This is an optimization exercise on Yosys and OpenROAD, whose aim is small area, a short achievable clock period and few clock cycles per item, not a production implementation. Where RTL was checked, it was by simulation tests only, not by an equivalence proof against the original. Function not checked in runs 5 and 6: the RTL went through the layout flow alone.

==> flow/design.v, too long to show whole: its modules and the start of the top module <==
// module fpu_pipe_unit: 272 lines
// module fpu_booth_enc: 12 lines
// module fpu_mul_cs24: 1330 lines
// module fpu_add32: 152 lines
// module fpu_add16: 73 lines
// module fpu_add31: 141 lines
module fpu_pipe_unit #(
    parameter int EXP_W = 8,
    parameter int MAN_W = 23,
    parameter int TAG_W = 4
) (
    input  logic                 clk,
    input  logic                 rst_n,
    input  logic                 in_valid,
    output logic                 in_ready,
    input  logic [1:0]           in_op,
    input  logic [EXP_W+MAN_W:0] in_a,
    input  logic [EXP_W+MAN_W:0] in_b,
    input  logic [TAG_W-1:0]     in_tag,
    output logic                 out_valid,
    input  logic                 out_ready,
    output logic [EXP_W+MAN_W:0] out_y,
    output logic [TAG_W-1:0]     out_tag,
    output logic [3:0]           out_flags,
    output logic [3:0]           sticky,
    input  logic                 sticky_clr
);
  // ...
==> flow/flow/run.sh <==
#!/bin/bash
# The standard layout (standard.sh), with the port buffers that
# buffer_ports inserts made of sky130_fd_sc_hd__buf_1 cells (every input and
# output port still gets its own buffer), and timing repair asked for 5.6 ns of
# setup slack instead of config.mk's 5. The SDC, the clock period and the
# synthesis are the standard flow's.
set -euo pipefail
sed -e 's|"\${@:-finish}"|BUFFER_PORTS_ARGS="-buffer_cell sky130_fd_sc_hd__buf_1" "${@:-finish}"|' \
    -e 's/SETUP_SLACK_MARGIN=[0-9.]*/SETUP_SLACK_MARGIN=5.6/' standard.sh > standard_ports.sh
grep -q 'BUFFER_PORTS_ARGS="-buffer_cell sky130_fd_sc_hd__buf_1"' standard_ports.sh
grep -q 'SETUP_SLACK_MARGIN=5.6' standard_ports.sh
bash standard_ports.sh > standard.log 2>&1
==> flow/standard.sh <==
#!/bin/bash
# synth_recipe.tcl (not shown) runs the flow's synth.tcl, then flattens the netlist and writes it again
# the make line also repeats each setting of config.mk as NAME=value (left out here)
make -C /OpenROAD-flow-scripts/flow DESIGN_CONFIG=/design/flow/config.mk WORK_HOME=/design/flow/orfs CLKGATE_MAP_FILE= SYNTH_SCRIPT=/design/flow/synth_recipe.tcl "${@:-finish}"
==> flow/config.mk <==
export PLATFORM = sky130hd
export DESIGN_NAME = fpu_pipe_unit
export DESIGN_NICKNAME = fpu_pipe_unit
export VERILOG_FILES = /design/flow/design.v
export SDC_FILE = /design/flow/constraint.sdc
export NUM_CORES = 4
export LEC_CHECK = 0
export ABC_AREA = 1
export CAP_MARGIN = 20
export CORE_MARGIN = 2
export CORE_UTILIZATION = 40
export SETUP_SLACK_MARGIN = 5
export SLEW_MARGIN = 20
==> flow/constraint.sdc <==
create_clock -name core_clock -period 10.0 [get_ports {clk}]
set_input_delay 2.0000 -clock core_clock [delete_from_list [all_inputs] [get_ports {clk}]]
set_output_delay 2.0000 -clock core_clock [all_outputs]
set_load 0.01 [all_outputs]
==> notes.md, run 1 <==
======================================================================================
Reg clk slew, reported paths                                                   0.07 ns
Gate count after technology mapping                                              3,612
Post-synthesis simple-gate area fraction                                         16.3%
Clock tree cell share of total cell area                                         2.88%
Via-per-instance ratio                                                            5.83
Area enclosed by the die boundary                                          77,000 um^2
Latest clock arrival within the worst-skew pair                                0.63 ns
Most common cell after layout, fill and taps aside                        sky130_fd_sc_hd__nand2_1
Maximum frequency from static timing analysis                                  212 MHz
Critical path's largest stage delay                                            0.61 ns
Cell with the biggest individual delay on the critical path               sky130_fd_sc_hd__fa_1
Pin count of the biggest net entering global routing                                76
Number of instances on the worst hold path                                           0
CP Class                                                                    reg -> reg
Critical path cell sequence                                               inv_2 -> buf_12 -> o21ai_4 -> buf_2 -> o22ai_1 -> xor2_1 -> fa_1 -> fa_1 -> inv_1 -> fa_1 -> fa_2 -> nand2_1 -> nand2_1
Antenna Cells                                                                        2
Synth Area per Inst                                                          8.28 um^2
Final Cell Area                                                            36,600 um^2
Worst R2R Start                                                               f1_q[15]
Routed wl met2                                                                 47.4 mm
First-pass GRT wire length                                                      163 mm
Vias after detailed routing                                                     28,198
Clock skew                                                                   0.0300 ns
Leading post-synthesis cells by cell area                                 sky130_fd_sc_hd__edfxtp_1 (25%), sky130_fd_sc_hd__fa_1 (18%), sky130_fd_sc_hd__xor2_1 (8.5%), sky130_fd_sc_hd__nand2_1 (8.5%), sky130_fd_sc_hd__ha_1 (7.5%)
Top-Level Pins                                                                     121
Post-route core utilization                                                      49.4%
WL met1                                                                        42.7 mm
Run status                                                                complete, no violations
Largest cell class                                                        multi-input gates
Non-clock inverter total of the final layout                                       547
Number of distinct standard cells referenced by the synthesized netlist             69
WHS Endpoint                                                                    sgn3_q
Seq area share                                                                   20.9%
Most instantiated cells after synthesis                                   sky130_fd_sc_hd__nand2_1 (675), sky130_fd_sc_hd__inv_1 (499), sky130_fd_sc_hd__xor2_1 (291)
======================================================================================
Testbench counts, summed over its fixed seeds: cycles 12,032, items 12,000.
==> inputs of run 2 (changes only) <==
==> flow/flow/run.sh (replaced) <==
#!/bin/bash
# The standard layout (standard.sh), with the port buffers that
# buffer_ports inserts made of sky130_fd_sc_hd__buf_1 cells (every input and
# output port still gets its own buffer). Everything else is the standard flow's.
set -euo pipefail
sed 's|"\${@:-finish}"|BUFFER_PORTS_ARGS="-buffer_cell sky130_fd_sc_hd__buf_1" "${@:-finish}"|' standard.sh > standard_ports.sh
grep -q 'BUFFER_PORTS_ARGS="-buffer_cell sky130_fd_sc_hd__buf_1"' standard_ports.sh
bash standard_ports.sh > standard.log 2>&1
--- a/flow/config.mk
+++ b/flow/config.mk
@@ -6,5 +6,4 @@
 export NUM_CORES = 4
 export LEC_CHECK = 0
-export ABC_AREA = 1
 export CAP_MARGIN = 20
 export CORE_MARGIN = 2
==> notes.md, run 2 <==
======================================================================================
Run status                                                                complete, no violations
Worst slew margin                                                                28.8%
Final min period                                                               5.01 ns
Final global-route overflow total                                                    0
Area of the mapped netlist                                                 34,800 um^2
Top-Level Pins                                                                     121   unchanged
Share of the synthesized area in the top cell type                               21.4%
Number of distinct standard cells referenced by the synthesized netlist             93   +35%
Max-cap check violation count                                                        0
Critical path depth                                                                 13
Yosys warns                                                                          1
EDFF count, synth                                                                  248
Share of the cycle needed by the critical path after routing                     50.1%
DP HPWL                                                                        94.4 mm
Cell family with most CP delay                                             adder cells
Reg clk slew, reported paths                                                   0.06 ns   about the same
Most prevalent standard cell on the critical path                         sky130_fd_sc_hd__fa_1
Number of antenna violations at the first check in global routing                    5
Seq/Total Area, Yosys                                                            22.0%
Category of the worst setup path capture point                                register
Initial drt markers                                                              4,961
Number of buffers between clock root and the deepest sink                            3
Source of the critical timing path                                             f1_q[5]
Endpoint required time on the critical path                                   10.35 ns
DRT Pass-1 Iters                                                                     8
Cell with the biggest individual delay on the critical path               sky130_fd_sc_hd__fa_1
Worst-Margin Slew                                                              1.07 ns
Die span in x                                                                   299 um
Number of endpoints failing setup at the final stage                                 0
Vias after detailed routing                                                     34,692   +23%
Setup repair after global routing missed its margin                               true
Post-route core utilization                                                      45.6%   -3.8 points
Antenna Cells                                                                        0   -2
Most common cell after layout, fill and taps aside                        sky130_fd_sc_hd__inv_1
Via-per-instance ratio                                                            6.54   +12%
Cell taking the most area after synthesis                                 sky130_fd_sc_hd__edfxtp_1
Startpoint of the lowest-slack hold path                                     tag3_q[2]
Detailed Route WL                                                               146 mm
Clock skew                                                                   0.0256 ns   -0.00438 ns
Initial cell density of the core                                                 40.2%
Maximum frequency from static timing analysis                                  200 MHz   -5.8%
Leading post-synthesis cells by cell area                                 sky130_fd_sc_hd__edfxtp_1 (21%), sky130_fd_sc_hd__fa_1 (15%), sky130_fd_sc_hd__ha_1 (6.5%), sky130_fd_sc_hd__a21oi_1 (4.9%), sky130_fd_sc_hd__o21ai_0 (4.0%)
Buffering stage count on the worst path with inverters included                      4
CTS buffer count                                                                    31
Critical path arrival                                                          5.36 ns
Routed Antenna Nets                                                                  0
DRC violations left                                                                  0
Highest-count cells in the layout ignoring fill and taps                  sky130_fd_sc_hd__inv_1 (351), sky130_fd_sc_hd__a21oi_1 (334), sky130_fd_sc_hd__nor2_1 (323)
First-pass GRT wire length                                                      208 mm   +27%
Critical path startpoint category                                             register
Flop and latch count out of synthesis                                              256
Final max-slew violation count                                                       0
Reg-to-Reg End                                                                r1_q[12]
Reg-to-reg setup timing slack                                                  4.99 ns
Cell with the most instances after synthesis                              sky130_fd_sc_hd__inv_1
Critical path cell sequence                                               buf_12 -> inv_2 -> nor2_1 -> nor3_1 -> a31o_2 -> fa_1 -> inv_1 -> fa_1 -> fa_1 -> inv_1 -> fa_1 -> fa_1 -> a221o_1
CTS root buf                                                              sky130_fd_sc_hd__clkbuf_16
Maximum fanout along the worst path                                                 25
Final hold vios                                                                      0
Port-buffer cells                                                                  120
Final Net Count                                                                  4,640
Worst setup path endpoint                                                     r1_q[12]
Area enclosed by the die boundary                                          89,300 um^2   +16%
Prevailing post-synth register cell                                       sky130_fd_sc_hd__edfxtp_1
Die Height                                                                      299 um
Total negative setup slack                                                        0 ns
Final routed wire length divided by cell count                                 27.5 um
Latest clock arrival within the worst-skew pair                                0.63 ns   about the same
H-tree depth                                                                         1
Via count of the first global-routing pass                                      31,862
Overall routing resource usage                                                   30.3%
Worst hold path type                                                        reg -> reg
Depth of the worst register-to-register path                                        13
Area delta synth->final                                                          13.3%
Synth Area per Inst                                                          8.37 um^2   +1.1%
Share of cells above drive strength 1                                            11.9%
Proportion of synthesized flip-flops having asynchronous set or reset            3.13%
Most instantiated cells after synthesis                                   sky130_fd_sc_hd__inv_1 (363), sky130_fd_sc_hd__nor2_1 (344), sky130_fd_sc_hd__a21oi_1 (340)
TritonCTS clock tree                                                               yes
Gate count after technology mapping                                              4,157   +15%
CP Class                                                                    reg -> reg
Worst R2R Start                                                                f1_q[5]
Clock sinks                                                                        256
Row Count                                                                          108
Syn_nets                                                                         4,674
Pin count of the biggest net entering global routing                                74   -2.6%
GPL Wtd Cong                                                                     0.976
Fill count                                                                       8,459
Critical path's largest stage delay                                            0.56 ns   -0.05 ns
Core box area                                                              86,500 um^2
======================================================================================
run 2: cell types whose count changed in the layout (fill, tap and decap cells not counted), moves of 55 or more:
cell,before,now
sky130_fd_sc_hd__nand3_1,187,62
sky130_fd_sc_hd__inv_1,455,351
sky130_fd_sc_hd__a221oi_1,4,70
sky130_fd_sc_hd__a21oi_1,88,334
sky130_fd_sc_hd__nor3_1,14,90
sky130_fd_sc_hd__o22ai_1,205,127
sky130_fd_sc_hd__xor2_1,277,35
sky130_fd_sc_hd__nand2_1,637,308
sky130_fd_sc_hd__a211oi_1,6,77
sky130_fd_sc_hd__o22ai_2,58,3
sky130_fd_sc_hd__o21ai_0,103,257
sky130_fd_sc_hd__nor2_1,165,323
sky130_fd_sc_hd__a22oi_1,3,178
run 2: through the flow:
| step | cells | setup slack, ns | hold WS, ns | instance area, um^2 |
|---|---|---|---|---|
| finish | 5303 | 4.99 | 0.419 | 39400 |
| detailed placement | 5135 | 3.50 | 0.405 | 35900 |
| floorplan | 4157 | 4.21 | 0.400 | 34800 |
| global placement | 5135 | 3.62 | 0.401 | 35900 |
| global route | 5303 | 4.93 | 0.429 | 39400 |
| CTS | 5242 | 4.97 | 0.419 | 38000 |
run 2: how the worst min path moves through the flow:
| stage | end | slack [ns] | depth (start not counted) |
|---|---|---|---|
| final | ht_q[2] | 0.42 | 0 |
| after global routing | e3_q[5] | 0.43 | 0 |
| after CTS | tag2_q[2] | 0.42 | 0 |
| after detailed placement | tag2_q[2] | 0.40 | 0 |
| after global placement | ht_q[0] | 0.40 | 0 |
| after floorplan | e3_q[0] | 0.40 | 0 |
run 2: cell type report:
type | count | area [um^2] | area share, %
multi-input cells | 3111 | 24700 | 62.7
clock buffers | 38 | 822 | 2.09
flip-flops and latches | 256 | 7650 | 19.4
clock inverters | 20 | 201 | 0.511
repair inverters | 1 | 5.00 | 0.0127
well taps | 1155 | 1450 | 3.67
inverters | 379 | 1500 | 3.81
repair buffers | 343 | 3100 | 7.85
run 2: worst register-to-register path: stages (launching register included):
cell	delay, ns
sky130_fd_sc_hd__edfxtp_1	0.40
sky130_fd_sc_hd__buf_12	0.22
sky130_fd_sc_hd__inv_2	0.20
sky130_fd_sc_hd__nor2_1	0.49
sky130_fd_sc_hd__nor3_1	0.10
sky130_fd_sc_hd__a31o_2	0.25
sky130_fd_sc_hd__fa_1	0.50
sky130_fd_sc_hd__inv_1	0.07
sky130_fd_sc_hd__fa_1	0.54
sky130_fd_sc_hd__fa_1	0.56
sky130_fd_sc_hd__inv_1	0.06
sky130_fd_sc_hd__fa_1	0.50
sky130_fd_sc_hd__fa_1	0.48
sky130_fd_sc_hd__a221o_1	0.38
run 2: kinds of logic after synthesis:
family          share of synthesized area [%]
mux                                      4.61
fa+ha+maj                                22.6
buf+inv                                  8.91
compound gates                           27.3
flops                                    22.0
simple gates                             12.7
xor+xnor                                 1.89
run 2: what timing repair did:
item,4_1_cts,5_1_grt
setup buffers,43,41
cloned,6,20
hold buffers,0,0
pin swaps,13,18
gates resized for setup,165,171
endpoints found under the setup margin,64,48
run 2: routing by layer:
layer	vias to the layer above	GRT usage, %	routed length (um)
met2	2443	44.8	60500
met5	-	0	46
li1	15121	-	-
met4	6	13.0	8690
met3	486	8.77	19800
met1	16636	41.4	56600
==> inputs of run 3 (changes only) <==
--- a/flow/config.mk
+++ b/flow/config.mk
@@ -6,4 +6,5 @@
 export NUM_CORES = 4
 export LEC_CHECK = 0
+export ABC_AREA = 1
 export CAP_MARGIN = 20
 export CORE_MARGIN = 2
==> notes.md, run 3 <==
======================================================================================
Seq/Total Area, Yosys                                                            25.6%   +3.6 points
EDFF count, synth                                                                  248   unchanged
Cell family with most CP delay                                             adder cells
Reg clk slew, reported paths                                                   0.06 ns   about the same
Port-buffer cells                                                                  120   unchanged
CTS root buf                                                              sky130_fd_sc_hd__clkbuf_16
Pin count of the biggest net entering global routing                                74   unchanged
Critical path cell sequence                                               inv_2 -> buf_12 -> nand2_1 -> o21ai_2 -> buf_6 -> o22ai_1 -> xor2_1 -> fa_1 -> inv_1 -> fa_1 -> inv_1 -> fa_1 -> inv_1 -> fa_1 -> fa_1 -> o21a_1
CP Class                                                                    reg -> reg
Initial cell density of the core                                                 40.3%   +0.091 points
Die Height                                                                      277 um   -7.2%
Most instantiated cells after synthesis                                   sky130_fd_sc_hd__nand2_1 (675), sky130_fd_sc_hd__inv_1 (499), sky130_fd_sc_hd__xor2_1 (291)
Final hold vios                                                                      0   unchanged
CTS Hold Buffers Added                                                               0   unchanged
TritonCTS clock tree                                                               yes
Final Net Count                                                                  4,178   -10%
Maximum frequency from static timing analysis                                  205 MHz   +2.9%
Pre-CTS setup slack                                                            4.01 ns   +0.517 ns
Share of the cycle needed by the critical path after routing                     48.7%   -1.4 points
Share of cells above drive strength 1                                            7.22%   -4.7 points
Placed cell area                                                           31,200 um^2   -13%
Antenna Cells                                                                        0   unchanged
Endpoint required time on the critical path                                   10.33 ns   -0.02 ns
Area enclosed by the die boundary                                          77,000 um^2   -14%
Category of the worst setup path capture point                                register
Buffering stage count on the worst path with inverters included                      6   +2
DP HPWL                                                                        71.1 mm   -25%
Final min period                                                               4.87 ns   -0.139 ns
Number of placed instances with taps included                                    4,552   -11%
Most common cell after layout, fill and taps aside                        sky130_fd_sc_hd__nand2_1
Clock skew                                                                   0.0366 ns   +0.0109 ns
First-pass GRT wire length                                                      150 mm   -28%
Core box area                                                              74,200 um^2   -14%
Yosys warns                                                                          1   unchanged
Proportion of synthesized flip-flops having asynchronous set or reset            3.13%   unchanged
Routed Antenna Nets                                                                  0   unchanged
Most prevalent standard cell on the critical path                         sky130_fd_sc_hd__fa_1
Number of distinct standard cells referenced by the synthesized netlist             69   -26%
Highest-count cells in the layout ignoring fill and taps                  sky130_fd_sc_hd__nand2_1 (666), sky130_fd_sc_hd__inv_1 (486), sky130_fd_sc_hd__xor2_1 (291)
CTS buffer count                                                                    30   -3.2%
Overall routing resource usage                                                   25.0%   -5.4 points
Worst-Margin Slew                                                             0.868 ns   -0.200 ns
Flop and latch count out of synthesis                                              256   unchanged
Die span in x                                                                   277 um   -7.2%
Final routed wire length divided by cell count                                 21.2 um   -23%
Post-route setup slack                                                         5.13 ns   +0.139 ns
Number of endpoints failing setup at the final stage                                 0   unchanged
Prevailing post-synth register cell                                       sky130_fd_sc_hd__edfxtp_1
Synth Area per Inst                                                          8.28 um^2   -1.0%
Final max-slew violation count                                                       0   unchanged
Gate count after technology mapping                                              3,612   -13%
Critical path's largest stage delay                                            0.58 ns   +0.02 ns
Non-filler cells in the finished layout                                          4,654   -12%
Critical path startpoint category                                             register
Share of the synthesized area in the top cell type                               24.9%   +3.5 points
Row Count                                                                          100   -7.4%
Vias after detailed routing                                                     26,147   -25%
DRT Pass-1 Iters                                                                     6   -2
Critical path arrival                                                          5.20 ns   -0.16 ns
Cell with the most instances after synthesis                              sky130_fd_sc_hd__nand2_1
DRC violations left                                                                  0   unchanged
GPL Wtd Cong                                                                     0.956   -2.0%
Cell taking the most area after synthesis                                 sky130_fd_sc_hd__edfxtp_1
Latest clock arrival within the worst-skew pair                                0.61 ns   -0.02 ns
H-tree depth                                                                         1   unchanged
Area of the mapped netlist                                                 29,900 um^2   -14%
Setup repair after global routing missed its margin                               true
Via count of the first global-routing pass                                      25,755   -19%
Cell with the biggest individual delay on the critical path               sky130_fd_sc_hd__fa_1
Final global-route overflow total                                                    0   unchanged
Top-Level Pins                                                                     121   unchanged
Number of buffers between clock root and the deepest sink                            3   unchanged
Clock sinks                                                                        256   unchanged
Area delta synth->final                                                          10.4%
Initial drt markers                                                              2,549   -49%
Leading post-synthesis cells by cell area                                 sky130_fd_sc_hd__edfxtp_1 (25%), sky130_fd_sc_hd__fa_1 (18%), sky130_fd_sc_hd__xor2_1 (8.5%), sky130_fd_sc_hd__nand2_1 (8.5%), sky130_fd_sc_hd__ha_1 (7.5%)
Number of antenna violations at the first check in global routing                    3   -2
Total negative setup slack                                                        0 ns   unchanged
Run status                                                                complete, no violations
Worst hold path type                                                        reg -> reg
Worst slew margin                                                                42.1%   +13 points
Detailed Route WL                                                              98.7 mm   -32%
Syn_nets                                                                         4,129   -12%
Via-per-instance ratio                                                            5.62   -14%
Max-cap check violation count                                                        0   unchanged
Maximum fanout along the worst path                                                 20   -20%
Final Cell Area                                                            33,000 um^2   -16%
======================================================================================
==> run 3: changes by cell type in the layout (fill, tap and decap cells not counted), sizes merged, moves of 153 or more <==
cell | before | now
a22oi | 179 | 3
nor2 | 347 | 191
a21oi | 340 | 106
inv | 362 | 515
nand2 | 321 | 693
xor2 | 36 | 291
==> run 3: through the flow <==
stage | hold slack (ns) | utilization, %
global route | 0.420 | 44.5
floorplan | 0.400 | -
CTS | 0.415 | 43.8
detailed placement | 0.405 | 42.0
finish | 0.412 | 44.5
global placement | 0.401 | 42.0
==> run 3: repair_timing <==
item                       CTS  global route
gates resized for setup     38            87
pin swaps                    0             9
setup buffers               11            23
setup endpoints to repair   56            79
gates cloned                 5             7
==> run 3: cells by family after synthesis <==
| family | count (synthesis) | share of synthesized area [%] |
|---|---|---|
| DFF | 256 | 25.6 |
| buffers and inverters | 752 | 9.81 |
| muxes | 10 | 0.343 |
| and+or+nand+nor | 1156 | 16.3 |
| adders and majority gates | 442 | 25.1 |
| AOI/OAI and AO/OA | 681 | 13.7 |
| xor gates and xnor gates | 315 | 9.22 |
==> run 3: final timing paths <==
path | startpoint | endpoint | slack [ns] | cells past startpoint
max | f1_q[19] | r0_q[9] | 5.13 | 16
min | tag1_q[2] | tag2_q[2] | 0.41 | 0
max reg2reg | f1_q[19] | r0_q[9] | 5.13 | 16
min reg2reg | tag1_q[2] | tag2_q[2] | 0.41 | 0
max in group asynchronous | rst_n | v2_q | 8.33 | 1
min in group asynchronous | rst_n | sticky_q[2] | 1.35 | 1
==> run 3: layout make-up <==
class / instances / area (um^2)
Tap cell: 969 / 1210
Clock buffer: 31 / 754
Fill cell: 7388 / 41200
Inverter: 540 / 2090
Multi-Input combinational cell: 2604 / 19500
Clock inverter: 25 / 295
Timing Repair inverter: 6 / 40.0
Timing Repair Buffer: 223 / 1490
Sequential cell: 256 / 7650
==> run 3: metal layers <==
layer | wire length [um] | track usage, %
met5 | 26 | 0
met4 | 4840 | 10.0
met3 | 10100 | 6.29
met2 | 44500 | 40.2
met1 | 39300 | 32.1
==> inputs of run 4 (changes only) <==
==> flow/run.sh (new file) <==
#!/bin/bash
# synth_recipe.tcl (not shown) runs the flow's synth.tcl, then flattens the netlist and writes it again
# the make line also repeats each setting of config.mk as NAME=value (left out here)
make -C /OpenROAD-flow-scripts/flow DESIGN_CONFIG=/design/flow/config.mk WORK_HOME=/design/flow/orfs CLKGATE_MAP_FILE= SYNTH_SCRIPT=/design/flow/synth_recipe.tcl finish
removed: flow/flow/run.sh
removed: flow/standard.sh
==> notes.md, run 4 <==
======================================================================================
Area of the mapped netlist                                                 29,900 um^2   unchanged
Via-per-instance ratio                                                            5.62   about the same
Category of the worst setup path capture point                                register
Critical path's largest stage delay                                            0.70 ns   +0.12 ns
Reg-to-reg setup timing slack                                                  5.04 ns   -0.09 ns
Synth Area per Inst                                                          8.28 um^2   unchanged
Highest-count cells in the layout ignoring fill and taps                  sky130_fd_sc_hd__nand2_1 (663), sky130_fd_sc_hd__inv_1 (490), sky130_fd_sc_hd__xor2_1 (291)
Cell family with most CP delay                                             adder cells
Most prevalent standard cell on the critical path                         sky130_fd_sc_hd__fa_1
Gate count after technology mapping                                              3,612   unchanged
Maximum fanout along the worst path                                                 22   +10%
Port-buffer cells                                                                  120   unchanged
Leading post-synthesis cells by cell area                                 sky130_fd_sc_hd__edfxtp_1 (25%), sky130_fd_sc_hd__fa_1 (18%), sky130_fd_sc_hd__xor2_1 (8.5%), sky130_fd_sc_hd__nand2_1 (8.5%), sky130_fd_sc_hd__ha_1 (7.5%)
DRT Pass-1 Iters                                                                     6   unchanged
Area enclosed by the die boundary                                          77,000 um^2   unchanged
Cell with the biggest individual delay on the critical path               sky130_fd_sc_hd__edfxtp_1
Clock sinks                                                                        256   unchanged
Final max-slew violation count                                                       0   unchanged
Clock skew                                                                   0.0367 ns   +0.000159 ns
CTS Hold Buffers Added                                                               0   unchanged
Final min period                                                               4.96 ns   +0.0948 ns
Reg clk slew, reported paths                                                   0.06 ns   about the same
Hold_ws                                                                       0.415 ns   +0.00364 ns
Startpoint of the lowest-slack hold path                                     tag3_q[1]
WHS Endpoint                                                                   ht_q[1]
Vias after detailed routing                                                     26,191   +0.17%
Setup repair after global routing missed its margin                              false
Proportion of synthesized flip-flops having asynchronous set or reset            3.13%   unchanged
Share of the synthesized area in the top cell type                               24.9%   unchanged
Maximum frequency from static timing analysis                                  201 MHz   -1.9%
Critical path arrival                                                          5.33 ns   +0.13 ns
Final global-route overflow total                                                    0   unchanged
Worst-Margin Slew                                                             0.969 ns   +0.101 ns
Endpoint required time on the critical path                                   10.37 ns   +0.04 ns
Antenna Cells                                                                        0   unchanged
DP HPWL                                                                        72.2 mm   +1.7%
CTS root buf                                                              sky130_fd_sc_hd__clkbuf_16
Top-Level Pins                                                                     121   unchanged
Worst slew margin                                                                35.0%   -7.1 points
Row Count                                                                          100   unchanged
GR Util met1                                                                     34.2%   +2.1 points
First-pass GRT wire length                                                      152 mm   +1.5%
CTS buffer count                                                                    31   +3.3%
Total negative setup slack                                                        0 ns   unchanged
Most common cell after layout, fill and taps aside                        sky130_fd_sc_hd__nand2_1
Worst R2R Start                                                                a1_q[1]
Number of placed instances with taps included                                    4,551   -0.022%
Run status                                                                complete, no violations
Latest clock arrival within the worst-skew pair                                0.64 ns   +0.03 ns
Die span in x                                                                   277 um   unchanged
Initial drt markers                                                              2,889   +13%
H-tree depth                                                                         1   unchanged
Yosys warns                                                                          1   unchanged
Routed Antenna Nets                                                                  0   unchanged
Number of instances on the worst hold path                                           0   unchanged
Detailed Route WL                                                               101 mm   +2.7%
Max-cap check violation count                                                        0   unchanged
DRC violations left                                                                  0   unchanged
Non-filler cells in the finished layout                                          4,659   +0.11%
Overall routing resource usage                                                   25.6%   +0.65 points
Share of cells above drive strength 1                                            7.34%   +0.13 points
Core box area                                                              74,200 um^2   unchanged
Buffering stage count on the worst path with inverters included                      4   -2
Syn_nets                                                                         4,129   unchanged
GPL Wtd Cong                                                                     0.968   +1.3%
Share of the cycle needed by the critical path after routing                     49.6%   +0.95 points
Cell taking the most area after synthesis                                 sky130_fd_sc_hd__edfxtp_1
Met3 layer usage reported by global route                                        5.10%   -1.2 points
Cell with the most instances after synthesis                              sky130_fd_sc_hd__nand2_1
Most instantiated cells after synthesis                                   sky130_fd_sc_hd__nand2_1 (675), sky130_fd_sc_hd__inv_1 (499), sky130_fd_sc_hd__xor2_1 (291)
Number of distinct standard cells referenced by the synthesized netlist             69   unchanged
Number of buffers between clock root and the deepest sink                            3   unchanged
Number of endpoints failing setup at the final stage                                 0   unchanged
Post-route core utilization                                                      45.4%   +0.94 points
EDFF count, synth                                                                  248   unchanged
Global Route met2 Usage                                                          39.8%   -0.38 points
Die Height                                                                      277 um   unchanged
Worst hold path type                                                        reg -> reg
Number of antenna violations at the first check in global routing                    2   -1
Via count of the first global-routing pass                                      25,085   -2.6%
Initial cell density of the core                                                 40.3%   unchanged
Final hold vios                                                                      0   unchanged
CP Class                                                                    reg -> reg
Pin count of the biggest net entering global routing                                74   unchanged
Final Net Count                                                                  4,185   +0.17%
Seq/Total Area, Yosys                                                            25.6%   unchanged
Area delta synth->final                                                          12.7%
Most heavily used metal layer in global routing                                   met2
Prevailing post-synth register cell                                       sky130_fd_sc_hd__edfxtp_1
Critical path cell sequence                                               clkinv_1 -> buf_4 -> o22ai_1 -> xor2_1 -> fa_1 -> inv_1 -> fa_1 -> fa_1 -> inv_1 -> ha_1 -> a21oi_1 -> o221a_2 -> o221ai_1 -> nand2_1 -> nand2_1
Reg-to-Reg End                                                                   ci2_q
TritonCTS clock tree                                                               yes
Final routed wire length divided by cell count                                 21.7 um   +2.6%
Depth of the worst register-to-register path                                        15   -1
Critical path startpoint category                                             register
Flop and latch count out of synthesis                                              256   unchanged
======================================================================================
-- run 4: worst max-delay path by stage --
| stage | from | to | slack [ns] | depth (start not counted) |
|---|---|---|---|---|
| after floorplan | out_ready | in_ready | 4.92 | 2 |
| after global placement | f1_q[21] | r1_q[4] | 4.28 | 27 |
| after detailed placement | f1_q[21] | r1_q[4] | 4.25 | 25 |
| after CTS | f1_q[1] | r1_q[4] | 4.95 | 29 |
| after global routing | f1_q[5] | ci2_q | 4.97 | 20 |
| final | a1_q[1] | ci2_q | 5.04 | 15 |
-- run 4: cell type report --
class                           instances  area [um^2]
Fill cell                            7340        40500
Multi-Input combinational cell       2605        19500
Sequential cell                       256         7650
Timing Repair Buffer                  229         2210
Inverter                              540         2080
Tap cell                              969         1210
Clock buffer                           38          832
Clock inverter                         17          163
Timing Repair inverter                  5         32.5
-- run 4: layer usage --
metal | vias up | wire (um)
met3 | 326 | 9880
li1 | 12058 | -
met4 | 4 | 5910
met5 | - | 26
met1 | 12411 | 41200
met2 | 1392 | 44400
-- run 4: cell families (layout without fill, tap and decap cells) --
| kind of cell | Yosys count | after routing | share of synthesized area, % |
|---|---|---|---|
| buffers and inverters | 752 | 829 | 9.81 |
| adders and majority gates | 442 | 442 | 25.1 |
| DFF | 256 | 256 | 25.6 |
| xor gates and xnor gates | 315 | 315 | 9.22 |
| muxes | 10 | 10 | 0.343 |
| AOI/OAI and AO/OA | 681 | 681 | 13.7 |
| and+or+nand+nor | 1156 | 1157 | 16.3 |
-- run 4: per-stage QoR --
step | cell area (um^2) | setup slack (ns)
finish | 33700 | 5.04
global placement | 31900 | 4.28
CTS | 33200 | 4.95
global route | 33700 | 4.97
detailed placement | 31900 | 4.25
floorplan | 29900 | 4.92
-- run 4: repair_timing --
item | 4_1_cts | 5_1_grt
endpoints found under the setup margin | 53 | 80
pin swaps | 1 | 3
gates resized for setup | 46 | 65
setup buffers | 15 | 27
gates cloned | 6 | 5
==> module fpu_pipe_unit, before the edit <==
module fpu_pipe_unit #(
    parameter int EXP_W = 8,
    parameter int MAN_W = 23,
    parameter int TAG_W = 4
) (
    input  logic                 clk,
    input  logic                 rst_n,
    input  logic                 in_valid,
    output logic                 in_ready,
    input  logic [1:0]           in_op,
    input  logic [EXP_W+MAN_W:0] in_a,
    input  logic [EXP_W+MAN_W:0] in_b,
    input  logic [TAG_W-1:0]     in_tag,
    output logic                 out_valid,
    input  logic                 out_ready,
    output logic [EXP_W+MAN_W:0] out_y,
    output logic [TAG_W-1:0]     out_tag,
    output logic [3:0]           out_flags,
    output logic [3:0]           sticky,
    input  logic                 sticky_clr
);
    localparam logic [1:0] K_ZERO = 2'd0;
    localparam logic [1:0] K_INF  = 2'd1;
    localparam logic [1:0] K_NAN  = 2'd2;
    localparam logic [1:0] K_NV   = 2'd3;
    logic adv;           
    logic hv_q;          
    assign adv      = !hv_q || out_ready;
    assign in_ready = adv;
    logic        v1_q;
    logic [3:0]  tag1_q;
    logic        mul1_q;
    logic [31:0] a1_q;
    logic [8:0]  b1_q;           
    logic [22:0] f1_q;           
    logic        mzb1_q;         
    logic        stk1_q;         
    logic [4:0]  tza_in, tzb_in;
    always_comb begin
        tza_in = 5'd23;
        tzb_in = 5'd23;
        for (int i = 22; i >= 0; i--) begin
            if (in_a[i]) tza_in = 5'(i);
            if (in_b[i]) tzb_in = 5'(i);
        end
    end
    logic [11:0] one_in, two_in, neg_in;
    fpu_booth_enc u_enc (.y({1'b1, f1_q}), .one(one_in), .two(two_in), .neg(neg_in));
    always_ff @(posedge clk or negedge rst_n) begin
        if (!rst_n)   v1_q <= 1'b0;
        else if (adv) v1_q <= in_valid;
    end
    always_ff @(posedge clk) begin
        if (adv) begin
            tag1_q <= in_tag;
            mul1_q <= (in_op == 2'd2);
            a1_q   <= in_a;
            b1_q   <= {in_b[31] ^ (in_op == 2'd1), in_b[30:23]};
            f1_q   <= in_b[22:0];
            mzb1_q <= (in_b[22:0] == 23'd0);
            stk1_q <= ({1'b0, tza_in} + {1'b0, tzb_in}) < 6'd20;
        end
    end
    logic       sa, sb;
    logic [7:0] ea, eb;
    logic [22:0] ma, mb;
    logic       za, zb, ia, ib, na, nb, fa, fb;
    assign sa = a1_q[31];
    assign sb = b1_q[8];
    assign ea = a1_q[30:23];
    assign eb = b1_q[7:0];
    assign ma = a1_q[22:0];
    assign mb = f1_q[22:0];
    assign za = (ea == 8'd0);
    assign zb = (eb == 8'd0);
    assign fa = (ea == 8'hFF);
    assign fb = (eb == 8'hFF);
    assign ia = fa && (ma == 23'd0);
    assign ib = fb && mzb1_q;
    assign na = fa && (ma != 23'd0);
    assign nb = fb && !mzb1_q;
    logic       sp2;
    logic [1:0] spk2;
    logic       sps2;
    always_comb begin
        sp2  = 1'b1;
        spk2 = K_NAN;
        sps2 = sa ^ sb;
        if (na || nb) begin
            spk2 = K_NAN;
        end else if (mul1_q) begin
            if ((ia && zb) || (za && ib)) spk2 = K_NV;
            else if (ia || ib)            spk2 = K_INF;
            else if (za || zb)            spk2 = K_ZERO;
            else                          sp2  = 1'b0;
        end else begin
            if (ia && ib && (sa != sb)) spk2 = K_NV;
            else if (ia) begin spk2 = K_INF; sps2 = sa; end
            else if (ib) begin spk2 = K_INF; sps2 = sb; end
            else sp2 = 1'b0;
        end
    end
    logic [47:0] ps, pc;
    fpu_mul_cs24 u_mul (.x({1'b1, ma}), .one(one_in), .two(two_in), .neg(neg_in),
                        .y23(1'b1), .s(ps), .c(pc));
    logic [9:0] mexp;
    assign mexp = {2'b00, ea} + {2'b00, eb} - 10'd127;
    logic        a_ge;
    logic [7:0]  dab, dba, ediff, ebig;
    logic [23:0] sig_big, sig_sml;
    logic        sub2, sgn_add;
    fpu_add31 u_cmp (.a(a1_q[30:0]), .b(~{eb, mb}), .ci(1'b1), .s(), .co(a_ge));
    assign dab     = ea - eb;
    assign dba     = eb - ea;
    assign ediff   = a_ge ? dab : dba;
    assign ebig    = a_ge ? ea : eb;
    assign sig_big = a_ge ? (za ? 24'd0 : {1'b1, ma}) : (zb ? 24'd0 : {1'b1, mb});
    assign sig_sml = a_ge ? (zb ? 24'd0 : {1'b1, mb}) : (za ? 24'd0 : {1'b1, ma});
    assign sub2    = sa ^ sb;
    assign sgn_add = a_ge ? sa : sb;
    logic [26:0] al0, al1, al2, al3, al4, al5, sml_al;
    logic        st1, st2, st3, st4, st5, big_sh;
    assign big_sh = (ediff[7:5] != 3'd0);
    assign al0 = {sig_sml, 3'b000};
    assign st1 = ediff[4] && (al0[15:0] != 16'd0);
    assign al1 = ediff[4] ? {16'd0, al0[26:16]} : al0;
    assign st2 = ediff[3] && (al1[7:0] != 8'd0);
    assign al2 = ediff[3] ? {8'd0, al1[26:8]} : al1;
    assign st3 = ediff[2] && (al2[3:0] != 4'd0);
    assign al3 = ediff[2] ? {4'd0, al2[26:4]} : al2;
    assign st4 = ediff[1] && (al3[1:0] != 2'd0);
    assign al4 = ediff[1] ? {2'd0, al3[26:2]} : al3;
    assign st5 = ediff[0] && al4[0];
    assign al5 = ediff[0] ? {1'd0, al4[26:1]} : al4;
    assign sml_al = big_sh ? {26'd0, (sig_sml != 24'd0)}
                           : {al5[26:1], al5[0] | st1 | st2 | st3 | st4 | st5};
    logic        v2_q;
    logic [3:0]  tag2_q;
    logic        mul2_q, sp2_q, sgn2_q;
    logic [1:0]  spk2_q;
    logic [9:0]  e2_q;
    logic [31:0] r0_q, r1_q;     
    logic        ci2_q, st2_q;   
    logic        zz2_q;          
    logic        c16, a_eq, zz2;
    fpu_add16 u_low (.a(ps[15:0]), .b(pc[15:0]), .s(), .co(c16));
    assign a_eq = (a1_q[30:0] == {eb, mb});
    assign zz2  = !mul1_q && ((za && zb) || (sub2 && a_eq));
    always_ff @(posedge clk or negedge rst_n) begin
        if (!rst_n)   v2_q <= 1'b0;
        else if (adv) v2_q <= v1_q;
    end
    always_ff @(posedge clk) begin
        if (adv) begin
            tag2_q <= tag1_q;
            mul2_q <= mul1_q;
            sp2_q  <= sp2;
            spk2_q <= spk2;
            zz2_q  <= zz2;
            if (mul1_q) begin
                sgn2_q <= sp2 ? sps2 : (sa ^ sb);
                e2_q   <= mexp;
                r0_q   <= ps[47:16];
                r1_q   <= pc[47:16];
                ci2_q  <= c16;
                st2_q  <= stk1_q;
            end else begin
                sgn2_q <= sp2 ? sps2 : sgn_add;
                e2_q   <= {2'b00, ebig};
                r0_q   <= {1'b0, sig_big, 3'b000, {4{sub2}}};
                r1_q   <= {sub2, sml_al ^ {27{sub2}}, 4'd0};
                ci2_q  <= sub2;
                st2_q  <= 1'b0;
            end
        end
    end
    logic [31:0] sum;
    logic [27:0] z;
    logic [4:0]  lz;
    fpu_add32 u_sum (.a(r0_q), .b(r1_q), .ci(ci2_q), .s(sum), .co());
    assign z   = {sum[31:5], sum[4] | st2_q};
    always_comb begin
        lz = 5'd0;
        for (int i = 0; i < 27; i++) begin
            if (z[i]) lz = 5'(26 - i);
        end
    end
    logic        v3_q;
    logic [3:0]  tag3_q;
    logic        sp3_q, sgn3_q, zz3_q;
    logic [1:0]  spk3_q;
    logic [27:0] z3_q;
    logic [4:0]  lz3_q;
    logic [9:0]  e3_q;
    always_ff @(posedge clk or negedge rst_n) begin
        if (!rst_n)   v3_q <= 1'b0;
        else if (adv) v3_q <= v2_q;
    end
    always_ff @(posedge clk) begin
        if (adv) begin
            tag3_q <= tag2_q;
            sp3_q  <= sp2_q;
            spk3_q <= spk2_q;
            sgn3_q <= sgn2_q;
            zz3_q  <= zz2_q;
            z3_q   <= z;
            lz3_q  <= lz;
            e3_q   <= e2_q;
        end
    end
    logic [26:0] nm;
    logic [9:0]  e4;
    logic        up, inx, cy, ovf, unf;
    logic [30:0] rnd;
    logic [31:0] y4;
    logic [3:0]  f4;
    assign e4  = z3_q[27] ? (e3_q + 10'd1) : (e3_q - {5'd0, lz3_q});
    assign nm  = z3_q[27] ? {z3_q[27:2], z3_q[1] | z3_q[0]} : (z3_q[26:0] << lz3_q);
    assign up  = nm[2] && (nm[1] || nm[0] || nm[3]);
    assign inx = nm[2] || nm[1] || nm[0];
    fpu_add31 u_rnd (.a({e4[7:0], nm[25:3]}), .b(31'd0), .ci(up), .s(rnd), .co());
    assign cy  = up && (nm[25:3] == 23'h7FFFFF);
    assign ovf = (!e4[9] && (e4[8] || (e4[7:0] == 8'hFF)))
              || (e4 == 10'd254 && cy);
    assign unf = e4[9] || (e4 == 10'd0 && !cy);
    always_comb begin
        f4 = 4'b0000;
        if (sp3_q) begin
            case (spk3_q)
                K_ZERO:  y4 = {sgn3_q, 31'd0};
                K_INF:   y4 = {sgn3_q, 8'hFF, 23'd0};
                default: y4 = 32'hFFFFFFFF;
            endcase
            if (spk3_q == K_NV) f4 = 4'b1000;
        end else if (zz3_q) begin
            y4 = 32'd0;
        end else if (ovf) begin
            y4 = {sgn3_q, 8'hFF, 23'd0};
            f4 = 4'b0101;
        end else if (unf) begin
            y4 = {sgn3_q, 31'd0};
            f4 = 4'b0011;
        end else begin
            y4 = {sgn3_q, rnd};
            f4 = {3'b000, inx};
        end
    end
    logic [31:0] hy_q;
    logic [3:0]  ht_q, hf_q;
    logic [3:0]  sticky_q;
    always_ff @(posedge clk or negedge rst_n) begin
        if (!rst_n)   hv_q <= 1'b0;
        else if (adv) hv_q <= v3_q;
    end
    always_ff @(posedge clk) begin
        if (adv) begin
            hy_q <= y4;
            ht_q <= tag3_q;
            hf_q <= f4;
        end
    end
    always_ff @(posedge clk or negedge rst_n) begin
        if (!rst_n)          sticky_q <= 4'd0;
        else if (sticky_clr) sticky_q <= 4'd0;
        else if (hv_q && out_ready)        sticky_q <= sticky_q | hf_q;
    end
    assign out_valid = hv_q;
    assign out_y     = hy_q;
    assign out_tag   = ht_q;
    assign out_flags = hf_q;
    assign sticky    = sticky_q;
endmodule
==> inputs of run 5 (changes only) <==
--- a/flow/design.v
+++ b/flow/design.v
@@ -35,4 +35,7 @@
     logic [22:0] f1_q;           
     logic        mzb1_q;         
+    logic        age1_q;         
+    logic        a_ge_in;
+    fpu_add31 u_cmp (.a(in_a[30:0]), .b(~in_b[30:0]), .ci(1'b1), .s(), .co(a_ge_in));
     logic        stk1_q;         
     logic [4:0]  tza_in, tzb_in;
@@ -59,4 +62,5 @@
             f1_q   <= in_b[22:0];
             mzb1_q <= (in_b[22:0] == 23'd0);
+            age1_q <= a_ge_in;
             stk1_q <= ({1'b0, tza_in} + {1'b0, tzb_in}) < 6'd20;
         end
@@ -110,5 +114,5 @@
     logic [23:0] sig_big, sig_sml;
     logic        sub2, sgn_add;
-    fpu_add31 u_cmp (.a(a1_q[30:0]), .b(~{eb, mb}), .ci(1'b1), .s(), .co(a_ge));
+    assign a_ge    = age1_q;
     assign dab     = ea - eb;
     assign dba     = eb - ea;
==> notes.md, run 5 <==
======================================================================================
Run status                                                                complete, no violations
Category of the worst setup path capture point                                register
Cell taking the most area after synthesis                                 sky130_fd_sc_hd__edfxtp_1
Buffering stage count on the worst path with inverters included                      6   +2
Max-cap check violation count                                                        0   unchanged
Area of the mapped netlist                                                 29,700 um^2   -0.58%
CP Class                                                                    reg -> reg
DRC violations left                                                                  0   unchanged
Number of distinct standard cells referenced by the synthesized netlist             61   -12%
Seq/Total Area, Yosys                                                            25.8%   +0.25 points
Most instantiated cells after synthesis                                   sky130_fd_sc_hd__nand2_1 (634), sky130_fd_sc_hd__inv_1 (514), sky130_fd_sc_hd__xor2_1 (303)
Syn_nets                                                                         4,050   -1.9%
Overall routing resource usage                                                   25.2%   -0.37 points
Gate count after technology mapping                                              3,528   -2.3%
First-pass GRT wire length                                                      150 mm   -1.5%
EDFF count, synth                                                                  249   +0.40%
Critical path startpoint category                                             register
Hold_ws                                                                       0.415 ns   -0.000320 ns
Port-buffer cells                                                                  120   unchanged
GPL Wtd Cong                                                                     0.939   -3.0%
DRT Pass-1 Iters                                                                     8   +2
Top-Level Pins                                                                     121   unchanged
Leading post-synthesis cells by cell area                                 sky130_fd_sc_hd__edfxtp_1 (25%), sky130_fd_sc_hd__fa_1 (18%), sky130_fd_sc_hd__xor2_1 (8.9%), sky130_fd_sc_hd__nand2_1 (8.0%), sky130_fd_sc_hd__ha_1 (7.8%)
Initial drt markers                                                              2,642   -8.5%
Critical path arrival                                                          5.17 ns   -0.16 ns
Prevailing post-synth register cell                                       sky130_fd_sc_hd__edfxtp_1
Share of the cycle needed by the critical path after routing                     49.3%   -0.39 points
Cell with the most instances after synthesis                              sky130_fd_sc_hd__nand2_1
Worst slew margin                                                                35.7%   +0.66 points
Core box area                                                              73,300 um^2   -1.2%
Maximum fanout along the worst path                                                 22   unchanged
DP HPWL                                                                        68.7 mm   -4.9%
Clock sinks                                                                        257   +0.39%
Final hold vios                                                                      0   unchanged
Die span in x                                                                   277 um   -0.28%
Via count of the first global-routing pass                                      25,043   -0.17%
Yosys warns                                                                          1   unchanged
Post-route setup slack                                                         5.07 ns   +0.0395 ns
Number of endpoints failing setup at the final stage                                 0   unchanged
Area delta synth->final                                                          14.0%
Row Count                                                                           99   -1.0%
TritonCTS clock tree                                                               yes
Setup repair after global routing missed its margin                               true
Final min period                                                               4.93 ns   -0.0395 ns
Proportion of synthesized flip-flops having asynchronous set or reset            3.11%   -0.012 points
Maximum frequency from static timing analysis                                  203 MHz   +0.80%
Final routed wire length divided by cell count                                 21.5 um   -1.0%
Fill count                                                                       7,126   -2.9%
Cell family with most CP delay                                             adder cells
Worst-Margin Slew                                                             0.956 ns   -0.0127 ns
Worst hold path type                                                        reg -> reg
Critical path cell sequence                                               inv_1 -> ha_1 -> inv_1 -> buf_6 -> o22ai_1 -> fa_1 -> inv_1 -> fa_1 -> inv_1 -> fa_1 -> inv_1 -> fa_1 -> fa_1 -> nor2_1 -> a31oi_1
Share of cells above drive strength 1                                            7.58%   +0.23 points
Area enclosed by the die boundary                                          76,500 um^2   -0.57%
Cell with the biggest individual delay on the critical path               sky130_fd_sc_hd__fa_1
Clock skew                                                                   0.0390 ns   +0.00233 ns
Number of antenna violations at the first check in global routing                    1   -1
Pin count of the biggest net entering global routing                                72   -2.7%
Pre-CTS setup slack                                                            4.08 ns   -0.172 ns
Vias after detailed routing                                                     26,027   -0.63%
Number of buffers between clock root and the deepest sink                            3   unchanged
H-tree depth                                                                         2   +1
Latest clock arrival within the worst-skew pair                                0.57 ns   -0.07 ns
Total negative setup slack                                                        0 ns   unchanged
Endpoint required time on the critical path                                   10.25 ns   -0.12 ns
Final max-slew violation count                                                       0   unchanged
Share of the synthesized area in the top cell type                               25.1%   +0.25 points
CTS buffer count                                                                    35   +13%
Final global-route overflow total                                                    0   unchanged
Final Net Count                                                                  4,126   -1.4%
Initial cell density of the core                                                 40.6%   +0.24 points
Reg clk slew, reported paths                                                   0.06 ns   about the same
Critical path's largest stage delay                                            0.58 ns   -0.12 ns
Final Cell Area                                                            33,900 um^2   +0.56%
Most common cell after layout, fill and taps aside                        sky130_fd_sc_hd__nand2_1
Synth Area per Inst                                                          8.43 um^2   +1.8%
CTS root buf                                                              sky130_fd_sc_hd__clkbuf_16
Via-per-instance ratio                                                            5.67   +0.87%
Die Height                                                                      277 um   -0.28%
Placed cell area                                                           31,800 um^2   -0.40%
Detailed Route WL                                                              98.8 mm   -2.5%
Highest-count cells in the layout ignoring fill and taps                  sky130_fd_sc_hd__nand2_1 (627), sky130_fd_sc_hd__inv_1 (500), sky130_fd_sc_hd__xor2_1 (302)
Routed Antenna Nets                                                                  0   unchanged
Flop and latch count out of synthesis                                              257   +0.39%
======================================================================================
-- run 5: cell count changes in the layout (fill, tap and decap cells not counted), sizes merged, moves of 18 or more --
| cell | change |
|---|---|
| a31oi | +31 |
| o22ai | +19 |
| o211ai | -18 |
| o21ai | +25 |
| nand3 | -95 |
| nand2 | -54 |
-- run 5: what timing repair did --
| item | CTS | global route |
|---|---|---|
| endpoints found under the hold margin | 0 | 0 |
| cloned | 10 | 3 |
| resized for setup | 65 | 62 |
| pin swaps | 1 | 6 |
| hold buffers | 0 | 0 |
| setup buffers | 20 | 28 |
| endpoints found under the setup margin | 46 | 66 |
-- run 5: worst register-to-register path: cells and delay by family, from the launching register on --
kind            cells  cell delay (ns)
fa+ha+maj           6             3.06
buf+inv             6             0.74
flops               1             0.48
compound gates      2             0.22
simple gates        1             0.12
-- run 5: through the flow --
stage	util [%]	instances
6_report	46.2	4590
5_1_grt	46.2	4589
4_1_cts	45.6	4558
3_5_place_dp	43.3	4465
3_3_place_gp	43.3	4465
2_1_floorplan	-	3528
-- run 5: kinds of logic after synthesis --
family	after synthesis	share of synthesized area, %
AND/OR/NAND/NOR	998	14.1
buffers and inverters	751	9.84
adder cells (fa/ha/maj)	447	25.4
AO/OA/AOI/OAI	730	14.6
multiplexers	15	0.513
flip-flops	257	25.8
XOR/XNOR	330	9.72
-- run 5: final timing paths --
check	start	endpoint	slack, ns	cells after the start
min in group asynchronous	rst_n	v1_q	1.73	1
max in group asynchronous	rst_n	v3_q	7.99	1
setup / recovery	f1_q[21]	r0_q[11]	5.07	15
hold / removal	tag1_q[3]	tag2_q[3]	0.42	0
setup reg to reg	f1_q[21]	r0_q[11]	5.07	15
hold reg to reg	tag1_q[3]	tag2_q[3]	0.42	0
-- run 5: cell type report --
class / count / area, um^2 / area share [%]
multi-input cells: 2522 / 19300 / 57.0
flip-flops and latches: 257 / 7680 / 22.6
repair buffers: 243 / 2440 / 7.19
inverters: 541 / 2090 / 6.15
well taps: 959 / 1200 / 3.54
clock buffers: 45 / 933 / 2.75
clock inverters: 18 / 225 / 0.664
repair inverters: 4 / 25.0 / 0.0738
diodes: 1 / 2.50 / 0.00738
-- run 5: per-layer routing --
layer / part of all wire, % / GRT usage, % / vias up
li1: - / - / 11904
met1: 41 / 33.8 / 12412
met2: 44 / 39.1 / 1423
met3: 10 / 5.41 / 288
met4: 5.1 / 11.6 / 0
met5: 0 / 0 / -
==> inputs of run 6 (changes only) <==
--- a/flow/design.v
+++ b/flow/design.v
@@ -33,5 +33,5 @@
     logic [31:0] a1_q;
     logic [8:0]  b1_q;           
-    logic [22:0] f1_q;           
+    logic [35:0] f1_q;           
     logic        mzb1_q;         
     logic        age1_q;         
@@ -49,5 +49,5 @@
     end
     logic [11:0] one_in, two_in, neg_in;
-    fpu_booth_enc u_enc (.y({1'b1, f1_q}), .one(one_in), .two(two_in), .neg(neg_in));
+    fpu_booth_enc u_enc (.y({1'b1, in_b[22:0]}), .one(one_in), .two(two_in), .neg(neg_in));
     always_ff @(posedge clk or negedge rst_n) begin
         if (!rst_n)   v1_q <= 1'b0;
@@ -60,5 +60,5 @@
             a1_q   <= in_a;
             b1_q   <= {in_b[31] ^ (in_op == 2'd1), in_b[30:23]};
-            f1_q   <= in_b[22:0];
+            f1_q   <= (in_op == 2'd2) ? {neg_in, two_in, one_in} : {13'd0, in_b[22:0]};
             mzb1_q <= (in_b[22:0] == 23'd0);
             age1_q <= a_ge_in;
@@ -106,5 +106,5 @@
     end
     logic [47:0] ps, pc;
-    fpu_mul_cs24 u_mul (.x({1'b1, ma}), .one(one_in), .two(two_in), .neg(neg_in),
+    fpu_mul_cs24 u_mul (.x({1'b1, ma}), .one(f1_q[11:0]), .two(f1_q[23:12]), .neg(f1_q[35:24]),
                         .y23(1'b1), .s(ps), .c(pc));
     logic [9:0] mexp;
==> notes.md, run 6 <==
=====================================================================================================
Critical path arrival                                                                         5.38 ns   +0.21 ns
CTS Hold Buffers Added                                                                              0   unchanged
Critical path startpoint category                                                            register
Top-Level Pins                                                                                    121   unchanged
Reg-to-reg setup timing slack                                                                 4.93 ns   -0.15 ns
WHS Endpoint                                                                                  e3_q[4]
Initial drt markers                                                                             2,717   +2.8%
Share of cell area taken by muxes after synthesis                                              0.466%   -0.047 points
Number of endpoints failing setup at the final stage                                                0   unchanged
Area delta synth->final                                                                         12.8%
Core box area                                                                             75,800 um^2   +3.4%
Overall routing resource usage                                                                  25.1%   -0.10 points
Synth Area per Inst                                                                         8.46 um^2   +0.35%
Latest clock arrival within the worst-skew pair                                               0.61 ns   +0.04 ns
Final max-slew violation count                                                                      0   unchanged
First-pass GRT wire length                                                                     152 mm   +1.2%
Post-synthesis simple-gate area fraction                                                        13.5%   -0.61 points
Largest register FFs                                                                               35
Share of cells above drive strength 1                                                           8.18%   +0.60 points
Maximum fanout along the worst path                                                                22   unchanged
CTS buffer count                                                                                   30   -14%
Final min period                                                                              5.07 ns   +0.148 ns
DRC violations left                                                                                 0   unchanged
Proportion of synthesized flip-flops having asynchronous set or reset                           2.97%   -0.14 points
Cell taking the most area after synthesis                                                sky130_fd_sc_hd__edfxtp_1
Flip-flop and latch area                                                                    8040 um^2   +4.7%
Depth of the worst register-to-register path                                                       12   -3
Vias after detailed routing                                                                    26,679   +2.5%
Yosys warns                                                                                         1   unchanged
Die Height                                                                                     281 um   +1.4%
Footprint of the multi-input gates                                                        19,600 um^2   +1.7%
Clock skew                                                                                  0.0241 ns   -0.0150 ns
Main combinational cell family by area after synthesis                                    adder cells
Row Count                                                                                         101   +2.0%
Final Cell Area                                                                           34,500 um^2   +1.8%
Die span in x                                                                                  281 um   +1.4%
Number of instances on the worst hold path                                                          0   unchanged
Highest-count cells in the layout ignoring fill and taps                                 sky130_fd_sc_hd__nand2_1 (605), sky130_fd_sc_hd__inv_1 (518), sky130_fd_sc_hd__xor2_1 (328)
Share of the synthesized area in the top cell type                                              25.6%   +0.47 points
Worst R2R Start                                                                              f1_q[10]
Final global-route overflow total                                                                   0   unchanged
Worst-Margin Slew                                                                             1.32 ns   +0.360 ns
Most instantiated cells after synthesis                                                  sky130_fd_sc_hd__nand2_1 (606), sky130_fd_sc_hd__inv_1 (548), sky130_fd_sc_hd__xor2_1 (331)
H-tree depth                                                                                        1   -1
CP Class                                                                                   reg -> reg
Via count of the first global-routing pass                                                     25,715   +2.7%
EDFF count, synth                                                                                 261   +4.8%
Pin count of the biggest net entering global routing                                               86   +19%
Clock sinks                                                                                       269   +4.7%
Prevailing post-synth register cell                                                      sky130_fd_sc_hd__edfxtp_1
Number of buffers between clock root and the deepest sink                                           3   unchanged
Reg-to-Reg End                                                                               r0_q[13]
Max-cap check violation count                                                                       0   unchanged
Worst hold path type                                                                       reg -> reg
Reg clk slew, reported paths                                                                  0.06 ns   about the same
Setup repair after global routing missed its margin                                              true
Number of distinct standard cells referenced by the synthesized netlist                            62   +1.6%
Flop and latch count out of synthesis                                                             269   +4.7%
Xor/xnor share of the synthesized area                                                          10.1%   +0.38 points
Compound-cell area share of the yosys netlist                                                   14.3%   -0.28 points
Total negative setup slack                                                                       0 ns   unchanged
Leading post-synthesis cells by cell area                                                sky130_fd_sc_hd__edfxtp_1 (26%), sky130_fd_sc_hd__fa_1 (17%), sky130_fd_sc_hd__xor2_1 (9.5%), sky130_fd_sc_hd__ha_1 (8.3%), sky130_fd_sc_hd__nand2_1 (7.4%)
Placed cell area                                                                          32,600 um^2   +2.5%
Share of the cycle needed by the critical path after routing                                    50.7%   +1.5 points
Port-buffer cells                                                                                 120   unchanged
Area enclosed by the die boundary                                                         78,700 um^2   +2.9%
Maximum frequency from static timing analysis                                                 197 MHz   -2.9%
Detailed Route WL                                                                              102 mm   +3.3%
DRT Pass-1 Iters                                                                                    8   unchanged
Most common cell after layout, fill and taps aside                                       sky130_fd_sc_hd__nand2_1
CTS root buf                                                                             sky130_fd_sc_hd__clkbuf_16
DP HPWL                                                                                       71.4 mm   +4.0%
Final Net Count                                                                                 4,260   +3.2%
Cell with the most instances after synthesis                                             sky130_fd_sc_hd__nand2_1
Endpoint required time on the critical path                                                  10.31 ns   +0.06 ns
Final hold vios                                                                                     0   unchanged
Routed Antenna Nets                                                                                 0   unchanged
Final routed wire length divided by cell count                                                21.6 um   +0.50%
Post-synthesis share of cell area spent on full adders, half adders and majority gates          25.5%   +0.12 points
Gate count after technology mapping                                                             3,618   +2.6%
Via-per-instance ratio                                                                           5.65   -0.32%
Startpoint of the lowest-slack hold path                                                      e2_q[4]
Run status                                                                               complete, no violations
Register with the most flip-flops                                                                f1_q
Number of antenna violations at the first check in global routing                                   2   +1
Syn_nets                                                                                        4,160   +2.7%
TritonCTS clock tree                                                                              yes
Initial cell density of the core                                                                40.4%   -0.19 points
Area of the mapped netlist                                                                30,600 um^2   +2.9%
GPL Wtd Cong                                                                                     1.00   +6.6%
Category of the worst setup path capture point                                               register
Fill count                                                                                      7,511   +5.4%
Seq/Total Area, Yosys                                                                           26.3%   +0.45 points
Worst slew margin                                                                               11.5%   -24 points
=====================================================================================================
==> run 6: cell count changes after synthesis, sizes merged, moves of 18 or more <==
cell,change
o22ai,-20
ha,+19
nor2,+18
xor2,+28
nand2,-30
inv,+47
a21oi,+38
==> run 6: repair_timing <==
item / 4_1_cts / 5_1_grt
pin swaps: 1 / 0
gates cloned: 9 / 16
resized for setup: 21 / 37
setup buffers: 12 / 69
setup endpoints to repair: 13 / 56
==> run 6: how the worst max path moves through the flow <==
stage	cells after the start	startpoint	to
after CTS	4	out_ready	in_ready
final	12	f1_q[10]	r0_q[13]
after detailed placement	4	out_ready	in_ready
after floorplan	2	out_ready	in_ready
after global placement	4	out_ready	in_ready
after global routing	12	a1_q[18]	r0_q[13]
==> run 6: critical path, stage by stage, from the launching register on <==
cell and delay [ns]:
sky130_fd_sc_hd__edfxtp_1 0.32, sky130_fd_sc_hd__buf_4 0.18, sky130_fd_sc_hd__clkinvlp_4 0.51, sky130_fd_sc_hd__o22ai_1 0.42, sky130_fd_sc_hd__xor2_1 0.22, sky130_fd_sc_hd__fa_1 0.46, sky130_fd_sc_hd__fa_1 0.47, sky130_fd_sc_hd__fa_1 0.55
sky130_fd_sc_hd__inv_1 0.06, sky130_fd_sc_hd__fa_1 0.52, sky130_fd_sc_hd__fa_1 0.55, sky130_fd_sc_hd__nor2_1 0.05, sky130_fd_sc_hd__a31oi_1 0.47
==> run 6: area by class of cell <==
| type | count | share of cell area (%) |
|---|---|---|
| timing repair inverter | 23 | 0.406 |
| multi-input combinational | 2571 | 56.9 |
| antenna | 1 | 0.00725 |
| clock inverter | 23 | 0.754 |
| clock buffer | 32 | 2.20 |
| sequential | 269 | 23.3 |
| timing repair buffer | 247 | 6.31 |
| inverter | 576 | 6.58 |
| tap | 978 | 3.55 |
==> run 6: routing by layer <==
layer / vias up / GRT usage [%] / part of all wire, %
met5: - / 0 / 0.013
met4: 2 / 12.4 / 6.5
met3: 430 / 6.00 / 11
met2: 1515 / 38.7 / 43
met1: 12518 / 33.1 / 40
li1: 12214 / - / -
==> run 6: logic make-up after synthesis <==
family,Yosys count
AO/OA/AOI/OAI,745
AND/OR/NAND/NOR,990
XOR/XNOR,353
multiplexers,14
flip-flops,269
buffers and inverters,780
adder cells (fa/ha/maj),467
==> run 6: metrics by stage <==
stage | worst slack [ns] | hold slack (ns) | instances | utilization (%)
floorplan | 4.88 | 0.400 | 3618 | -
global placement | 4.39 | 0.401 | 4558 | 42.9
detailed placement | 4.41 | 0.405 | 4558 | 42.9
CTS | 4.99 | 0.413 | 4634 | 44.6
global route | 4.85 | 0.425 | 4720 | 45.5
finish | 4.93 | 0.413 | 4720 | 45.5

-- what the ideal ports hide --
No port has a modelled driver above. Below, the same layouts with a new extraction and two added sets of constraints.
Step 1 assumes that a clkbuf_16 drives the clock port and a buf_2 every other input.
Step 2 times the ports against the registers' clock, not the clock port: input delays grow and output delays shrink by t, the midpoint of the rising clock arrivals with the driver on.
a / b / c = ideal / step 1 / step 2; a / b = the first two.
| run | shift t [ns] | setup slack, ns | worst setup path after step 2 | worst register clock-pin slew, ns | worst data-port slew with drivers (ns) |
|---|---|---|---|---|---|
| run 1 | 0.670 | 5.280 / 5.280 / 5.280 | register to register | 0.07 / 0.07 | 0.08 |
| run 2 | 0.676 | 4.991 / 4.991 / 4.991 | register to register | 0.08 / 0.08 | 0.08 |
| run 3 | 0.649 | 5.130 / 5.130 / 5.130 | register to register | 0.07 / 0.07 | 0.07 |
| run 4 | 0.677 | 5.035 / 5.035 / 5.022 | input to register | 0.08 / 0.08 | 0.07 |
| run 5 | 0.615 | 5.075 / 5.075 / 5.047 | input to register | 0.07 / 0.07 | 0.07 |
| run 6 | 0.663 | 4.927 / 4.927 / 4.927 | register to register | 0.07 / 0.07 | 0.08 |
After both steps setup and hold are still met in every run listed. The setup slack of run 5, which loses most, moves by 0.000 ns with the drivers and by -0.028 ns with both steps.
